What follows belongs to an exercise in optimizing a design on an open flow for small area and few clock cycles per item; a production flow would make more cautious choices.
Where RTL was checked, it was by simulation tests only, not by an equivalence proof against the original.

Setup of rev 12:
==> module prdc_output_stage, before the edit <==
module prdc_output_stage (
  input  logic        neg,
  input  logic        upper_nz,
  input  logic [14:0] mid,
  input  logic        low_nz,
  input  logic [14:0] limit,
  output logic [15:0] drive,
  output logic        clamped
);
  logic [14:0] nmag;
  logic [15:0] cmp_c;
  assign nmag     = ~(mid ^ {15{neg}});
  always_comb begin
    cmp_c[0] = ~neg & ~low_nz;
    for (int i = 0; i < 15; i++)
      cmp_c[i+1] = (limit[i] & nmag[i]) | (cmp_c[i] & (limit[i] | nmag[i]));
  end
  assign clamped = upper_nz | ~cmp_c[15];
  logic [14:0] base;
  logic        inc;
  logic [15:0] run;
  assign base = clamped ? (limit ^ {15{neg}}) : mid;
  assign inc  = neg & (clamped | low_nz);
  always_comb begin
    run[0] = inc;
    for (int i = 1; i < 16; i++) run[i] = run[i-1] & base[i-1];
  end
  assign drive = {neg, base} ^ run;
endmodule
clock: 10.0 ns
lec_check: 0
cap_margin: 20
core_margin: 2
core_utilization: 65
slew_margin: 20
synth_hierarchical: 1
synth_minimum_keep_size: 0
run.sh (not shown) runs the stock make flow with config.mk's settings and CLKGATE_MAP_FILE= SYNTH_SCRIPT=/design/flow/synth_recipe.tcl, a recipe that flattens the netlist after the stock synthesis.
Setup changes, rev 12 to rev 13
diff --git a/flow/design.v b/flow/design.v
--- a/flow/design.v
+++ b/flow/design.v
@@ -2157,23 +2157,31 @@
 );
   logic [14:0] nmag;
   logic [15:0] cmp_c;
+  logic [14:0] cmp_s;
+  logic [15:0] neg_limit;
+  logic [15:0] neg_mid;
+  logic [15:0] lim_run;
+  logic [15:0] mid_run;
   assign nmag     = ~(mid ^ {15{neg}});
-  always_comb begin
-    cmp_c[0] = ~neg & ~low_nz;
-    for (int i = 0; i < 15; i++)
-      cmp_c[i+1] = (limit[i] & nmag[i]) | (cmp_c[i] & (limit[i] | nmag[i]));
+  assign cmp_c[0] = ~neg & ~low_nz;
+  for (genvar i = 0; i < 15; i++) begin : g_cmp
+    prdc_fa u_fa (.a(limit[i]), .b(nmag[i]), .c(cmp_c[i]), .s(cmp_s[i]), .co(cmp_c[i+1]));
   end
   assign clamped = upper_nz | ~cmp_c[15];
-  logic [14:0] base;
-  logic        inc;
-  logic [15:0] run;
-  assign base = clamped ? (limit ^ {15{neg}}) : mid;
-  assign inc  = neg & (clamped | low_nz);
   always_comb begin
-    run[0] = inc;
-    for (int i = 1; i < 16; i++) run[i] = run[i-1] & base[i-1];
+    lim_run[0] = 1'b1;
+    mid_run[0] = low_nz;
+    for (int i = 1; i < 16; i++) begin
+      lim_run[i] = lim_run[i-1] & ~limit[i-1];
+      mid_run[i] = mid_run[i-1] & mid[i-1];
+    end
+    neg_limit = ~{1'b0, limit} ^ lim_run;     
+    neg_mid   = {1'b1, mid} ^ mid_run;         
+  end
+  always_comb begin
+    if (clamped) drive = neg ? neg_limit : {1'b0, limit};
+    else         drive = neg ? neg_mid : {1'b0, mid};
   end
-  assign drive = {neg, base} ^ run;
 endmodule
 module pid_regulator_deadband_clamp #(
   parameter int GAIN_FRAC_BITS = 8,
Worst-case register-to-register setup slack ended up 40 ps higher on rev 13 than on rev 12. Global-route usage delta for rev 13 relative to rev 12: 0.45 points lower. In rev 13, final area is higher than in rev 12. Lower HPWL after detailed placement was reported by rev 13, not rev 12. Re non-clock buffer count: rev 13 is 11 down on rev 12. | multi-input gate share of the layout cell area | rev 13 vs rev 12 | 0.49 points higher |. Of the two values seen for critical path launch point, u_cfg.cfg[31] was produced by rev 12 and res_neg by rev 13. Delta (rev 13 minus rev 12): final cell count decreased by 28 relative to the old numbers, netlist area before placement went up by about 0.8%, worst setup slack dropped 240 ps. Per the comparison of rev 13 with rev 12, fill cell instance count of the final layout has increased.
Testbench counts of rev 13, summed over its fixed seeds: cycles 16,676, items 16,384.
No functional check of the RTL was part of rev 12.

--- another note on this design; it stands on its own ---

## try-nickel
Design pid_regulator_deadband_clamp, start of the top module:
module pid_regulator_deadband_clamp #(
  parameter int GAIN_FRAC_BITS = 8,
  parameter int SUM_WIDTH      = 32
) (
  input  logic                                clk,
  input  logic                                rst,
  input  logic                                cfg_we,
  input  logic [prdc_pkg::CFG_IDX_W-1:0]      cfg_index,
  input  logic [prdc_pkg::CFG_DATA_W-1:0]     cfg_data,
  input  logic                                in_valid,
  output logic                                in_stall,
  input  logic [2*prdc_pkg::DATA_W-1:0]       in_data,
  output logic                                out_valid,
  input  logic                                out_stall,
  output logic [prdc_pkg::DATA_W:0]           out_data
);
Size in the first run: about 3,000 cells after synthesis, roughly 190 flip-flops, ~75 I/O pins, about 0.033 mm² of cells after synthesis.
==> flow/config.mk <==
export PLATFORM = sky130hd
export DESIGN_NAME = pid_regulator_deadband_clamp
export DESIGN_NICKNAME = pid_regulator_deadband_clamp
export VERILOG_FILES = /design/flow/design.v
export SDC_FILE = /design/flow/constraint.sdc
export NUM_CORES = 4
export LEC_CHECK = 0
export CAP_MARGIN = 20
export CORE_MARGIN = 2
export CORE_UTILIZATION = 65
export CTS_BUF_LIST = sky130_fd_sc_hd__clkbuf_8
export CTS_CLUSTER_SIZE = 7
export SLEW_MARGIN = 20
export SYNTH_HIERARCHICAL = 1
export SYNTH_MINIMUM_KEEP_SIZE = 0
==> flow/constraint.sdc <==
create_clock -name core_clock -period 10.0 [get_ports {clk}]
set_input_delay 2.0000 -clock core_clock [delete_from_list [all_inputs] [get_ports {clk}]]
set_output_delay 2.0000 -clock core_clock [all_outputs]
set_load 0.01 [all_outputs]
run.sh (not shown) runs the stock make flow with config.mk's settings and CLKGATE_MAP_FILE= SYNTH_SCRIPT=/design/flow/synth_recipe.tcl, a recipe that flattens the netlist after the stock synthesis.
Testbench counts of try-nickel, summed over its fixed seeds: cycles 16,676, items 16,384.
For try-tundra, these inputs were changed with respect to try-nickel:
- putting ABC_AREA at 1 where nothing was set
--- outcome ---
Layout-stage area growth over the synthesis result, try-nickel and try-tundra, higher one = try-nickel. The lower register-to-register slack of try-nickel and try-tundra is in try-nickel. In the metrics for try-nickel and try-tundra, the one carrying the higher final area is try-nickel. try-tundra vs try-nickel on number of standard cells after synthesis: try-tundra is the higher one.
Relative to try-tundra, the following input files were edited for try-ember:
- CORE_UTILIZATION: 65 -> 55
- ABC_AREA: 1 -> unset
--- outcome ---
Relative to try-tundra, the count of vias placed by the detailed router of try-ember is lower by about 8%. Summary — post-route fraction of the period consumed by the critical path, try-ember relative to try-tundra: higher, by 1.7 points. Total cell area at the placement stage ended up 2.9% higher on try-ember than on try-tundra. Between try-ember and try-tundra, clock skew is higher for try-ember, try-tundra comes in under that. On try-ember: total stage count of the critical path is 15% lower than what try-tundra gave.
Input changes introduced in try-sierra (baseline for comparison: try-ember):
- CTS_CLUSTER_SIZE: 7 -> unset
- CTS_BUF_LIST: sky130_fd_sc_hd__clkbuf_8 -> unset
- CORE_UTILIZATION: 55 -> 65
### Flow results
- Relative to try-ember, the antenna diode count of try-sierra is lower by 2.
- Per the comparison of try-sierra with try-ember, area of the multi-input gates was more or less identical; post-route cell area was more or less identical.
Setup changes, try-sierra to try-garnet
- CORE_UTILIZATION now 75, was 65
- CTS_BUF_LIST now sky130_fd_sc_hd__clkbuf_8, previously not set
- CTS_CLUSTER_SIZE now 7, previously not set
- Compared with try-sierra, try-garnet shows post-detailed-placement cell area that has gone down slightly.
- From try-garnet to try-sierra, clock-buffer cell count did not move at all.
- Looking at try-garnet and try-sierra, the adder and majority gate portion of the synthesized area is a wash.
- [diff] violation count after the first detailed-route iteration, try-garnet relative to try-sierra: regression
- Routed wire length: higher on try-sierra
- Data arrival time of the worst path, try-garnet and try-sierra: smaller value in try-sierra
- | wire length of the first global-routing pass | try-garnet vs try-sierra | ≈ equal |

## separate check: timing with driven ports
The results above use ideal ports. As a check the final layouts listed here were re-extracted and re-timed, cells and wires unchanged. Step 1 assumes that a clkbuf_16 drives the clock port and a buf_2 every other input. Step 2 adds t to the input delays and takes it off the output delays; t is the mean of the earliest and latest rising clock arrival at the registers after step 1. Input paths then give back, and output paths get back, about the clock's delay inside the block. Three values: ideal, step 1, step 2; two values: the first two.
run	t, ns	setup slack, ns	worst slew at a driven data input, ns
rev 12	0.527	0.484 / 0.484 / 0.090	0.06
rev 13	0.505	0.239 / 0.183 / 0.107	0.06
try-nickel	0.540	0.241 / 0.241 / 0.113	0.04
try-tundra	0.540	0.578 / 0.578 / 0.212	0.04
try-ember	0.540	0.410 / 0.410 / 0.059	0.04
try-sierra	0.502	0.270 / 0.270 / 0.095	0.04
try-garnet	0.543	0.110 / 0.110 / -0.068	0.05
Met with ideal ports but missed after step 2: setup timing in try-garnet. For rev 12, which loses most, drivers alone change the setup slack by 0.000 ns; drivers and shift together by -0.394 ns.
